Background: an optimization exercise with open tools, aiming at small area and few clock cycles. Do not read the settings as production practice.
At most, simulation tests tie the RTL to the original design; equivalence was not proved.
No driver is modelled on the clock port, so clocking that relies on it looks cheaper here than on a real chip.
No activity file was given, so power comes from the tool's default toggle rates.

==> flow/design.v <==
`timescale 1ns/1ps
module image_capture_top (
  input  logic         clk,
  input  logic         mem_reset,
  input  logic         trigger,
  input  logic [15:0]  height,       
  input  logic [28:0]  start_addr,   
  input  logic [25:0]  s_beat,       
  input  logic         s_valid,
  output logic         s_ready,
  output logic         frame_done,
  output logic         skipped,
  output logic         mem_wr_req,
  output logic [156:0] mem_wr_cmd,   
  input  logic         mem_wr_ack,
  output logic         frame_written
);
  localparam logic [1:0] ST_IDLE  = 2'd0;
  localparam logic [1:0] ST_FLUSH = 2'd1;   
  localparam logic [1:0] ST_WAIT  = 2'd2;   
  localparam logic [1:0] ST_STORE = 2'd3;   
  logic [1:0]  state;
  logic [15:0] lines_left;  
  logic [1:0]  slot;        
  logic [95:0] pix;         
  logic [28:3] wr_addr;     
  logic [2:0]  addr_lo;     
  logic sof, eol;
  logic idle;               
  logic fwd;                
  logic word_free;          
  logic fire;               
  logic ack;                
  logic line_last;
  logic [15:0] lborrow;     
  logic [25:0] acarry;      
  assign sof = s_beat[1];
  assign eol = s_beat[0];
  assign ack       = mem_wr_req && mem_wr_ack;
  assign word_free = !mem_wr_req || mem_wr_ack;
  assign idle      = !state[1];
  assign fwd       = (state == ST_STORE) || ((state == ST_WAIT) && sof);
  assign s_ready   = fwd ? word_free : 1'b1;
  assign fire      = s_valid && fwd && word_free;
  assign line_last = (lines_left == 16'd1);
  always_comb begin
    lborrow[0] = 1'b1;
    acarry[0]  = 1'b1;
    for (int i = 1; i < 16; i++) lborrow[i] = lborrow[i-1] && !lines_left[i-1];
    for (int i = 1; i < 26; i++) acarry[i]  = acarry[i-1] && wr_addr[i+2];
  end
  always_ff @(posedge clk or posedge mem_reset) begin
    if (mem_reset) begin
      state         <= ST_IDLE;
      mem_wr_req    <= 1'b0;
      skipped       <= 1'b0;
    end else begin
      skipped       <= 1'b0;
      if (ack) begin
        mem_wr_req <= 1'b0;
      end
      if (fire && (slot == 2'd3)) mem_wr_req <= 1'b1;
      if (idle) begin
        if (frame_written) state <= ST_IDLE;
        if (trigger) state <= ST_WAIT;
        if (s_valid && sof) skipped <= 1'b1;
      end else if (fire) begin
        state <= ST_STORE;
        if (eol && line_last) begin
          state <= ST_FLUSH;   
        end
      end
    end
  end
  assign frame_written = (state == ST_FLUSH) && !mem_wr_req;
  assign frame_done    = frame_written;
  always_ff @(posedge clk) begin
    if (idle) begin
      slot <= 2'd0;
    end else begin
      slot <= slot + {1'b0, fire};
    end
    for (int i = 0; i < 16; i++) begin
      if (idle) begin
        lines_left[i] <= height[i];   
      end else begin
        lines_left[i] <= lines_left[i] ^ (fire && eol && lborrow[i]);
      end
    end
    if (fire) begin
      pix <= {pix[71:0], s_beat[25:2]};
    end
    addr_lo <= start_addr[2:0];   
    for (int i = 0; i < 26; i++) begin
      if (trigger) begin
        wr_addr[i+3] <= start_addr[i+3];
      end else begin
        wr_addr[i+3] <= wr_addr[i+3] ^ (ack && acarry[i]);
      end
    end
  end
  assign mem_wr_cmd = {wr_addr, addr_lo,
                       pix[95:72], 8'hff, pix[71:48], 8'hff,
                       pix[47:24], 8'hff, pix[23:0],  8'hff};
endmodule
==> flow/config.mk <==
export PLATFORM = sky130hd
export DESIGN_NAME = image_capture_top
export DESIGN_NICKNAME = image_capture_top
export VERILOG_FILES = /design/flow/design.v
export SDC_FILE = /design/flow/constraint.sdc
export NUM_CORES = 4
export LEC_CHECK = 0
export ABC_AREA = 1
export CAP_MARGIN = 20
export CORE_MARGIN = 2
export CORE_UTILIZATION = 50
export SLEW_MARGIN = 20
==> flow/constraint.sdc <==
create_clock -name core_clock -period 4.5 [get_ports {clk}]
set_input_delay 0.9000 -clock core_clock [delete_from_list [all_inputs] [get_ports {clk}]]
set_output_delay 0.9000 -clock core_clock [all_outputs]
set_load 0.01 [all_outputs]
standard.sh (not shown) runs the stock make flow with config.mk's settings and CLKGATE_MAP_FILE= SYNTH_SCRIPT=/design/flow/synth_recipe.tcl, a recipe that flattens the netlist after the stock synthesis.
==> flow/flow/run.sh <==
#!/bin/bash
# Standard ORFS layout, with: the logic re-mapped for area after floorplan (restructure), and one
# tie cell for the constant outputs; the smallest buffer on each port; a clock tree of small
# buffers (upsized after CTS where their slew is high); logic cells downsized after CTS where
# slack allows. Each tool's output is in flow_standard.log and the ORFS logs under orfs/logs.
set -euo pipefail
export BUFFER_PORTS_ARGS="-buffer_cell sky130_fd_sc_hd__buf_1"
export CTS_ARGS="-repair_clock_nets -buf_list sky130_fd_sc_hd__clkbuf_4 -dont_use_dummy_load"
export SKIP_REPAIR_TIE_FANOUT=1
export RESTRUCTURE_DIR="$(pwd)/restructure"
export POST_FLOORPLAN_TCL="$(pwd)/flow/post_floorplan.tcl"
export POST_CTS_TCL="$(pwd)/flow/post_cts.tcl"
bash standard.sh > flow_standard.log 2>&1
Other scripts of this flow, unchanged in this note and not shown: flow/flow/merge_ties.tcl, flow/flow/post_cts.tcl, flow/flow/post_floorplan.tcl
Change:
==> flow/design.v (replaced) <==
`timescale 1ns/1ps
module image_capture_top (
  input  logic         clk,
  input  logic         mem_reset,
  input  logic         trigger,
  input  logic [15:0]  height,       
  input  logic [28:0]  start_addr,   
  input  logic [25:0]  s_beat,       
  input  logic         s_valid,
  output logic         s_ready,
  output logic         frame_done,
  output logic         skipped,
  output logic         mem_wr_req,
  output logic [156:0] mem_wr_cmd,   
  input  logic         mem_wr_ack,
  output logic         frame_written
);
  localparam logic [1:0] ST_IDLE  = 2'd0;   
  localparam logic [1:0] ST_WAIT  = 2'd1;   
  localparam logic [1:0] ST_STORE = 2'd2;   
  logic [1:0]  state;
  logic [15:0] lines_left;  
  logic [1:0]  slot;        
  logic [95:0] pix;         
  logic [28:3] wr_addr;     
  logic [2:0]  addr_lo;     
  logic sof, eol;
  logic fwd;                
  logic word_free;          
  logic fire;               
  logic ack;                
  logic line_last;
  logic [15:0] lborrow;     
  logic [25:0] acarry;      
  assign sof = s_beat[1];
  assign eol = s_beat[0];
  assign ack       = mem_wr_req && mem_wr_ack;
  assign word_free = !mem_wr_req || mem_wr_ack;
  assign fwd       = (state == ST_STORE) || ((state == ST_WAIT) && sof);
  assign s_ready   = fwd ? word_free : 1'b1;
  assign fire      = s_valid && fwd && word_free;
  assign line_last = (lines_left == 16'd1);
  always_comb begin
    lborrow[0] = 1'b1;
    acarry[0]  = 1'b1;
    for (int i = 1; i < 16; i++) lborrow[i] = lborrow[i-1] && !lines_left[i-1];
    for (int i = 1; i < 26; i++) acarry[i]  = acarry[i-1] && wr_addr[i+2];
  end
  always_ff @(posedge clk or posedge mem_reset) begin
    if (mem_reset) begin
      state         <= ST_IDLE;
      slot          <= 2'd0;
      mem_wr_req    <= 1'b0;
      frame_written <= 1'b0;
      skipped       <= 1'b0;
    end else begin
      skipped       <= 1'b0;
      frame_written <= ack && (state == ST_IDLE);
      if (ack) begin
        mem_wr_req <= 1'b0;
      end
      if (fire) begin
        slot <= slot + 1'b1;
        if (slot == 2'd3) mem_wr_req <= 1'b1;
      end
      case (state)
        ST_IDLE: begin
          if (trigger) state <= ST_WAIT;
          if (s_valid && sof) skipped <= 1'b1;
        end
        default: begin
          if (fire) begin
            state <= ST_STORE;
            if (eol && line_last) begin
              state <= ST_IDLE;
            end
          end
        end
      endcase
    end
  end
  assign frame_done = frame_written;
  always_ff @(posedge clk) begin
    for (int i = 0; i < 16; i++) begin
      if (state == ST_IDLE) begin
        lines_left[i] <= height[i];   
      end else if (fire && eol && lborrow[i]) begin
        lines_left[i] <= !lines_left[i];
      end
    end
    if (fire) begin
      pix <= {pix[71:0], s_beat[25:2]};
    end
    addr_lo <= start_addr[2:0];   
    for (int i = 0; i < 26; i++) begin
      if (trigger) begin
        wr_addr[i+3] <= start_addr[i+3];
      end else if (ack && acarry[i]) begin
        wr_addr[i+3] <= !wr_addr[i+3];
      end
    end
  end
  assign mem_wr_cmd = {wr_addr, addr_lo,
                       pix[95:72], 8'hff, pix[71:48], 8'hff,
                       pix[47:24], 8'hff, pix[23:0],  8'hff};
endmodule
=> Clock-buffer cell count is unchanged. Sequential power goes down by about 6%. Combinational power drops by 30%. Total power came out lower by 9.2%. Via count is lower by about 4%. Worst setup slack got worse by 0.072 ns. Hold slack improved by 0.012 ns. First-iteration DRC count fell by 4.9%. Clock power goes down by about 2%. Clock skew shrinks by 0.0031 ns. Final area is higher by 5.7%.
Testbench counts after the change, summed over its fixed seeds: cycles 15,331.
Only the layout flow was run in the first run of this note; the RTL was not checked for function there.

RTL: one of the versions met above, not the one the previous note started from.
For scale: ~240 I/O pins.
==> module image_capture_top, before the edit <==
module image_capture_top (
  input  logic         clk,
  input  logic         mem_reset,
  input  logic         trigger,
  input  logic [15:0]  height,       
  input  logic [28:0]  start_addr,   
  input  logic [25:0]  s_beat,       
  input  logic         s_valid,
  output logic         s_ready,
  output logic         frame_done,
  output logic         skipped,
  output logic         mem_wr_req,
  output logic [156:0] mem_wr_cmd,   
  input  logic         mem_wr_ack,
  output logic         frame_written
);
  localparam logic [1:0] ST_IDLE  = 2'd0;   
  localparam logic [1:0] ST_WAIT  = 2'd1;   
  localparam logic [1:0] ST_STORE = 2'd2;   
  logic [1:0]  state;
  logic [15:0] lines_left;  
  logic [1:0]  slot;        
  logic [95:0] pix;         
  logic [28:3] wr_addr;     
  logic [2:0]  addr_lo;     
  logic sof, eol;
  logic fwd;                
  logic word_free;          
  logic fire;               
  logic ack;                
  logic line_last;
  logic [15:0] lborrow;     
  logic [25:0] acarry;      
  assign sof = s_beat[1];
  assign eol = s_beat[0];
  assign ack       = mem_wr_req && mem_wr_ack;
  assign word_free = !mem_wr_req || mem_wr_ack;
  assign fwd       = (state == ST_STORE) || ((state == ST_WAIT) && sof);
  assign s_ready   = fwd ? word_free : 1'b1;
  assign fire      = s_valid && fwd && word_free;
  assign line_last = (lines_left == 16'd1);
  always_comb begin
    lborrow[0] = 1'b1;
    acarry[0]  = 1'b1;
    for (int i = 1; i < 16; i++) lborrow[i] = lborrow[i-1] && !lines_left[i-1];
    for (int i = 1; i < 26; i++) acarry[i]  = acarry[i-1] && wr_addr[i+2];
  end
  always_ff @(posedge clk or posedge mem_reset) begin
    if (mem_reset) begin
      state         <= ST_IDLE;
      slot          <= 2'd0;
      mem_wr_req    <= 1'b0;
      frame_written <= 1'b0;
      skipped       <= 1'b0;
    end else begin
      skipped       <= 1'b0;
      frame_written <= ack && (state == ST_IDLE);
      if (ack) begin
        mem_wr_req <= 1'b0;
      end
      if (fire) begin
        slot <= slot + 1'b1;
        if (slot == 2'd3) mem_wr_req <= 1'b1;
      end
      case (state)
        ST_IDLE: begin
          if (trigger) state <= ST_WAIT;
          if (s_valid && sof) skipped <= 1'b1;
        end
        default: begin
          if (fire) begin
            state <= ST_STORE;
            if (eol && line_last) begin
              state <= ST_IDLE;
            end
          end
        end
      endcase
    end
  end
  assign frame_done = frame_written;
  always_ff @(posedge clk) begin
    for (int i = 0; i < 16; i++) begin
      if (state == ST_IDLE) begin
        lines_left[i] <= height[i];   
      end else if (fire && eol && lborrow[i]) begin
        lines_left[i] <= !lines_left[i];
      end
    end
    if (fire) begin
      pix <= {pix[71:0], s_beat[25:2]};
    end
    addr_lo <= start_addr[2:0];   
    for (int i = 0; i < 26; i++) begin
      if (trigger) begin
        wr_addr[i+3] <= start_addr[i+3];
      end else if (ack && acarry[i]) begin
        wr_addr[i+3] <= !wr_addr[i+3];
      end
    end
  end
  assign mem_wr_cmd = {wr_addr, addr_lo,
                       pix[95:72], 8'hff, pix[71:48], 8'hff,
                       pix[47:24], 8'hff, pix[23:0],  8'hff};
endmodule
Settings: LEC_CHECK=0, CAP_MARGIN=20, CORE_MARGIN=2, CORE_UTILIZATION=50, SLEW_MARGIN=20; clock period 4.5 ns.
==> flow/flow/run.sh <==
#!/bin/bash
# Standard ORFS layout, with the smallest buffer on each port, a clock tree of small buffers
# (upsized after CTS where their slew is high) and one tie cell for the constant outputs.
set -euo pipefail
export BUFFER_PORTS_ARGS="-buffer_cell sky130_fd_sc_hd__buf_1"
export CTS_ARGS="-repair_clock_nets -buf_list sky130_fd_sc_hd__clkbuf_4 -dont_use_dummy_load"
export SKIP_REPAIR_TIE_FANOUT=1
export POST_CTS_TCL="$(pwd)/flow/post_cts.tcl"
bash standard.sh > flow_standard.log 2>&1
==> flow/flow/post_cts.tcl <==
estimate_parasitics -placement
set upsized 0
foreach inst [get_cells *] {
  set ref [get_property $inst ref_name]
  if {$ref != "sky130_fd_sc_hd__clkbuf_4"} { continue }
  set name [get_property $inst full_name]
  set net [get_nets -of_objects [get_pins $name/X]]
  set mx 0
  foreach p [get_pins -of_objects $net -filter "direction==input"] {
    set s [get_property $p slew_max]
    if {$s > $mx} { set mx $s }
  }
  if {$mx > 0.200} {
    replace_cell $inst sky130_fd_sc_hd__clkbuf_16
    incr upsized
  } elseif {$mx > 0.105} {
    replace_cell $inst sky130_fd_sc_hd__clkbuf_8
    incr upsized
  }
}
puts "post_cts: upsized $upsized clock buffers"
detailed_placement
check_placement -verbose
estimate_parasitics -placement
Testbench counts at the start, summed over its fixed seeds: cycles 15,331.
Change:
--- a/flow/design.v
+++ b/flow/design.v
@@ -28,26 +28,18 @@
   logic fwd;                
   logic word_free;          
   logic fire;               
   logic ack;                
   logic line_last;
-  logic [15:0] lborrow;     
-  logic [25:0] acarry;      
   assign sof = s_beat[1];
   assign eol = s_beat[0];
   assign ack       = mem_wr_req && mem_wr_ack;
   assign word_free = !mem_wr_req || mem_wr_ack;
   assign fwd       = (state == ST_STORE) || ((state == ST_WAIT) && sof);
   assign s_ready   = fwd ? word_free : 1'b1;
   assign fire      = s_valid && fwd && word_free;
   assign line_last = (lines_left == 16'd1);
-  always_comb begin
-    lborrow[0] = 1'b1;
-    acarry[0]  = 1'b1;
-    for (int i = 1; i < 16; i++) lborrow[i] = lborrow[i-1] && !lines_left[i-1];
-    for (int i = 1; i < 26; i++) acarry[i]  = acarry[i-1] && wr_addr[i+2];
-  end
   always_ff @(posedge clk or posedge mem_reset) begin
     if (mem_reset) begin
       state         <= ST_IDLE;
       slot          <= 2'd0;
       mem_wr_req    <= 1'b0;
@@ -79,27 +71,23 @@
       endcase
     end
   end
   assign frame_done = frame_written;
   always_ff @(posedge clk) begin
-    for (int i = 0; i < 16; i++) begin
-      if (state == ST_IDLE) begin
-        lines_left[i] <= height[i];   
-      end else if (fire && eol && lborrow[i]) begin
-        lines_left[i] <= !lines_left[i];
-      end
+    if (state == ST_IDLE) begin
+      lines_left <= height;   
+    end else if (fire && eol) begin
+      lines_left <= lines_left - 1'b1;
     end
     if (fire) begin
       pix <= {pix[71:0], s_beat[25:2]};
     end
     addr_lo <= start_addr[2:0];   
-    for (int i = 0; i < 26; i++) begin
-      if (trigger) begin
-        wr_addr[i+3] <= start_addr[i+3];
-      end else if (ack && acarry[i]) begin
-        wr_addr[i+3] <= !wr_addr[i+3];
-      end
+    if (trigger) begin
+      wr_addr <= start_addr[28:3];
+    end else if (ack) begin
+      wr_addr <= wr_addr + 1'b1;
     end
   end
   assign mem_wr_cmd = {wr_addr, addr_lo,
                        pix[95:72], 8'hff, pix[71:48], 8'hff,
                        pix[47:24], 8'hff, pix[23:0],  8'hff};
What happened:
- register-to-register slack gets worse by 0.11 ns
- setup slack gets better by 0.056 ns
- total power came out higher by a little under a tenth
- sequential power goes up by a few percent
- area after synthesis climbs by a few percent
- utilization came out lower by 0.13 points
- design area is higher by a few percent
- worst hold slack improved by 0.012 ns
- global-route usage went up by 1.1 points
- maximum frequency climbs by a few percent
- final cell count goes up by a little under a tenth
- routed wire length is higher by roughly a tenth
- via count increases by a little under a tenth
- sequential share of layout area shrinks by 2.9 points
Testbench counts after the change, summed over its fixed seeds: cycles 15,331.

run X:
Another version of the RTL of image_capture_top (not shown whole).
For scale: roughly 150 flip-flops, ~240 I/O pins, about 5500 sq um of cells after synthesis.
==> module image_capture_top, before the edit <==
module image_capture_top (
  input  logic         clk,
  input  logic         mem_reset,
  input  logic         trigger,
  input  logic [15:0]  height,       
  input  logic [28:0]  start_addr,   
  input  logic [25:0]  s_beat,       
  input  logic         s_valid,
  output logic         s_ready,
  output logic         frame_done,
  output logic         skipped,
  output logic         mem_wr_req,
  output logic [156:0] mem_wr_cmd,   
  input  logic         mem_wr_ack,
  output logic         frame_written
);
  localparam logic [1:0] ST_IDLE  = 2'd0;
  localparam logic [1:0] ST_FLUSH = 2'd1;   
  localparam logic [1:0] ST_WAIT  = 2'd2;   
  localparam logic [1:0] ST_STORE = 2'd3;   
  logic [1:0]  state;
  logic [15:0] lines_left;  
  logic [1:0]  slot;        
  logic [95:0] pix;         
  logic [28:3] wr_addr;     
  logic [2:0]  addr_lo;     
  logic sof, eol;
  logic idle;               
  logic fwd;                
  logic word_free;          
  logic fire;               
  logic ack;                
  logic line_last;
  logic [15:0] lborrow;     
  logic [25:0] acarry;      
  assign sof = s_beat[1];
  assign eol = s_beat[0];
  assign ack       = mem_wr_req && mem_wr_ack;
  assign word_free = !mem_wr_req || mem_wr_ack;
  assign idle      = !state[1];
  assign fwd       = (state == ST_STORE) || ((state == ST_WAIT) && sof);
  assign s_ready   = fwd ? word_free : 1'b1;
  assign fire      = s_valid && fwd && word_free;
  assign line_last = (lines_left == 16'd1);
  always_comb begin
    lborrow[0] = 1'b1;
    acarry[0]  = 1'b1;
    for (int i = 1; i < 16; i++) lborrow[i] = lborrow[i-1] && !lines_left[i-1];
    for (int i = 1; i < 26; i++) acarry[i]  = acarry[i-1] && wr_addr[i+2];
  end
  always_ff @(posedge clk or posedge mem_reset) begin
    if (mem_reset) begin
      state         <= ST_IDLE;
      slot          <= 2'd0;
      mem_wr_req    <= 1'b0;
      skipped       <= 1'b0;
    end else begin
      skipped       <= 1'b0;
      if (ack) begin
        mem_wr_req <= 1'b0;
      end
      if (fire) begin
        slot <= slot + 1'b1;
        if (slot == 2'd3) mem_wr_req <= 1'b1;
      end
      if (idle) begin
        if (frame_written) state <= ST_IDLE;
        if (trigger) state <= ST_WAIT;
        if (s_valid && sof) skipped <= 1'b1;
      end else if (fire) begin
        state <= ST_STORE;
        if (eol && line_last) begin
          state <= ST_FLUSH;   
        end
      end
    end
  end
  assign frame_written = (state == ST_FLUSH) && !mem_wr_req;
  assign frame_done    = frame_written;
  always_ff @(posedge clk) begin
    for (int i = 0; i < 16; i++) begin
      if (idle) begin
        lines_left[i] <= height[i];   
      end else begin
        lines_left[i] <= lines_left[i] ^ (fire && eol && lborrow[i]);
      end
    end
    if (fire) begin
      pix <= {pix[71:0], s_beat[25:2]};
    end
    addr_lo <= start_addr[2:0];   
    for (int i = 0; i < 26; i++) begin
      if (trigger) begin
        wr_addr[i+3] <= start_addr[i+3];
      end else begin
        wr_addr[i+3] <= wr_addr[i+3] ^ (ack && acarry[i]);
      end
    end
  end
  assign mem_wr_cmd = {wr_addr, addr_lo,
                       pix[95:72], 8'hff, pix[71:48], 8'hff,
                       pix[47:24], 8'hff, pix[23:0],  8'hff};
endmodule
Settings: LEC_CHECK=0, ABC_AREA=1, CAP_MARGIN=20, CORE_MARGIN=2, CORE_UTILIZATION=50, SLEW_MARGIN=20; clock period 4.5 ns.
==> flow/flow/run.sh <==
#!/bin/bash
# Standard ORFS layout, with: the logic re-mapped for area after floorplan (restructure), and one
# tie cell for the constant outputs; the smallest buffer on each port; a clock tree of small
# buffers (upsized after CTS where their slew is high); logic cells downsized after CTS where
# slack allows. Each tool's output is in flow_standard.log and the ORFS logs under orfs/logs.
set -euo pipefail
export BUFFER_PORTS_ARGS="-buffer_cell sky130_fd_sc_hd__buf_1"
export CTS_ARGS="-repair_clock_nets -buf_list sky130_fd_sc_hd__clkbuf_4 -dont_use_dummy_load"
export SKIP_REPAIR_TIE_FANOUT=1
export RESTRUCTURE_DIR="$(pwd)/restructure"
export POST_FLOORPLAN_TCL="$(pwd)/flow/post_floorplan.tcl"
export POST_CTS_TCL="$(pwd)/flow/post_cts.tcl"
bash standard.sh > flow_standard.log 2>&1
Other scripts of this flow, unchanged in this note and not shown: flow/flow/merge_ties.tcl, flow/flow/post_cts.tcl, flow/flow/post_floorplan.tcl
Testbench counts of run X, summed over its fixed seeds: cycles 15,331.
Inputs modified between run X and run B:
diff --git a/flow/design.v b/flow/design.v
--- a/flow/design.v
+++ b/flow/design.v
@@ -21,5 +21,5 @@
   localparam logic [1:0] ST_STORE = 2'd3;   
   logic [1:0]  state;
-  logic [15:0] lines_left;  
+  logic [15:0] line_cnt;    
   logic [1:0]  slot;        
   logic [95:0] pix;         
@@ -33,5 +33,5 @@
   logic ack;                
   logic line_last;
-  logic [15:0] lborrow;     
+  logic [15:0] lcarry;      
   logic [25:0] acarry;      
   assign sof = s_beat[1];
@@ -43,9 +43,9 @@
   assign s_ready   = fwd ? word_free : 1'b1;
   assign fire      = s_valid && fwd && word_free;
-  assign line_last = (lines_left == 16'd1);
+  assign line_last = ((line_cnt + 16'd1) == height);   
   always_comb begin
-    lborrow[0] = 1'b1;
+    lcarry[0]  = 1'b1;
     acarry[0]  = 1'b1;
-    for (int i = 1; i < 16; i++) lborrow[i] = lborrow[i-1] && !lines_left[i-1];
+    for (int i = 1; i < 16; i++) lcarry[i]  = lcarry[i-1] && line_cnt[i-1];
     for (int i = 1; i < 26; i++) acarry[i]  = acarry[i-1] && wr_addr[i+2];
   end
@@ -82,7 +82,7 @@
     for (int i = 0; i < 16; i++) begin
       if (idle) begin
-        lines_left[i] <= height[i];   
+        line_cnt[i] <= 1'b0;
       end else begin
-        lines_left[i] <= lines_left[i] ^ (fire && eol && lborrow[i]);
+        line_cnt[i] <= line_cnt[i] ^ (fire && eol && lcarry[i]);
       end
     end
### Flow results
- Looking at maximum achievable frequency, run B sits above run X.
- Run B -> run X: clock network area share flat
- Compared with run X, in run B simple-gate share of the synthesized area neither gained nor lost much; global-route wire length before repair went up by 6.1%; proportion of total power due to net switching fell by 1.1 points.
No functional check of the RTL was part of run B.

re-timing with driven ports:
The flow's constraints put no driver on any port. The routed layouts listed below were extracted and timed again, unchanged, in two steps. Step 1: set_driving_cell puts a clkbuf_16 on clk and a buf_2 on each other input, an assumption about the parent block. Step 2 times the ports against the registers' clock, not the clock port: input delays grow and output delays shrink by t, the midpoint of the rising clock arrivals with the driver on. Three values: ideal, step 1, step 2; two values: the first two.
run	shift t [ns]	setup WS [ns]	hold WS [ns]	latest minus earliest clock arrival (ns)
the first run of note 1	0.389	0.548 / 0.563 / 0.175	0.343 / 0.327 / 0.430	0.031 / 0.031
the second run of note 1	0.430	0.476 / 0.476 / 0.476	0.355 / 0.350 / 0.437	0.028 / 0.028
the first run of note 2	0.381	1.938 / 1.909 / 1.734	0.414 / 0.414 / 0.414	0.029 / 0.029
the second run of note 2	0.391	1.994 / 2.011 / 1.620	0.426 / 0.407 / 0.432	0.032 / 0.032
run X	0.413	0.535 / 0.544 / 0.130	0.348 / 0.341 / 0.438	0.027 / 0.027
run B	0.381	0.549 / 0.561 / 0.181	0.401 / 0.385 / 0.428	0.032 / 0.033
After both steps every run listed still meets setup and hold. The setup slack of run X, which loses most, moves by +0.009 ns with the drivers and by -0.405 ns with both steps.
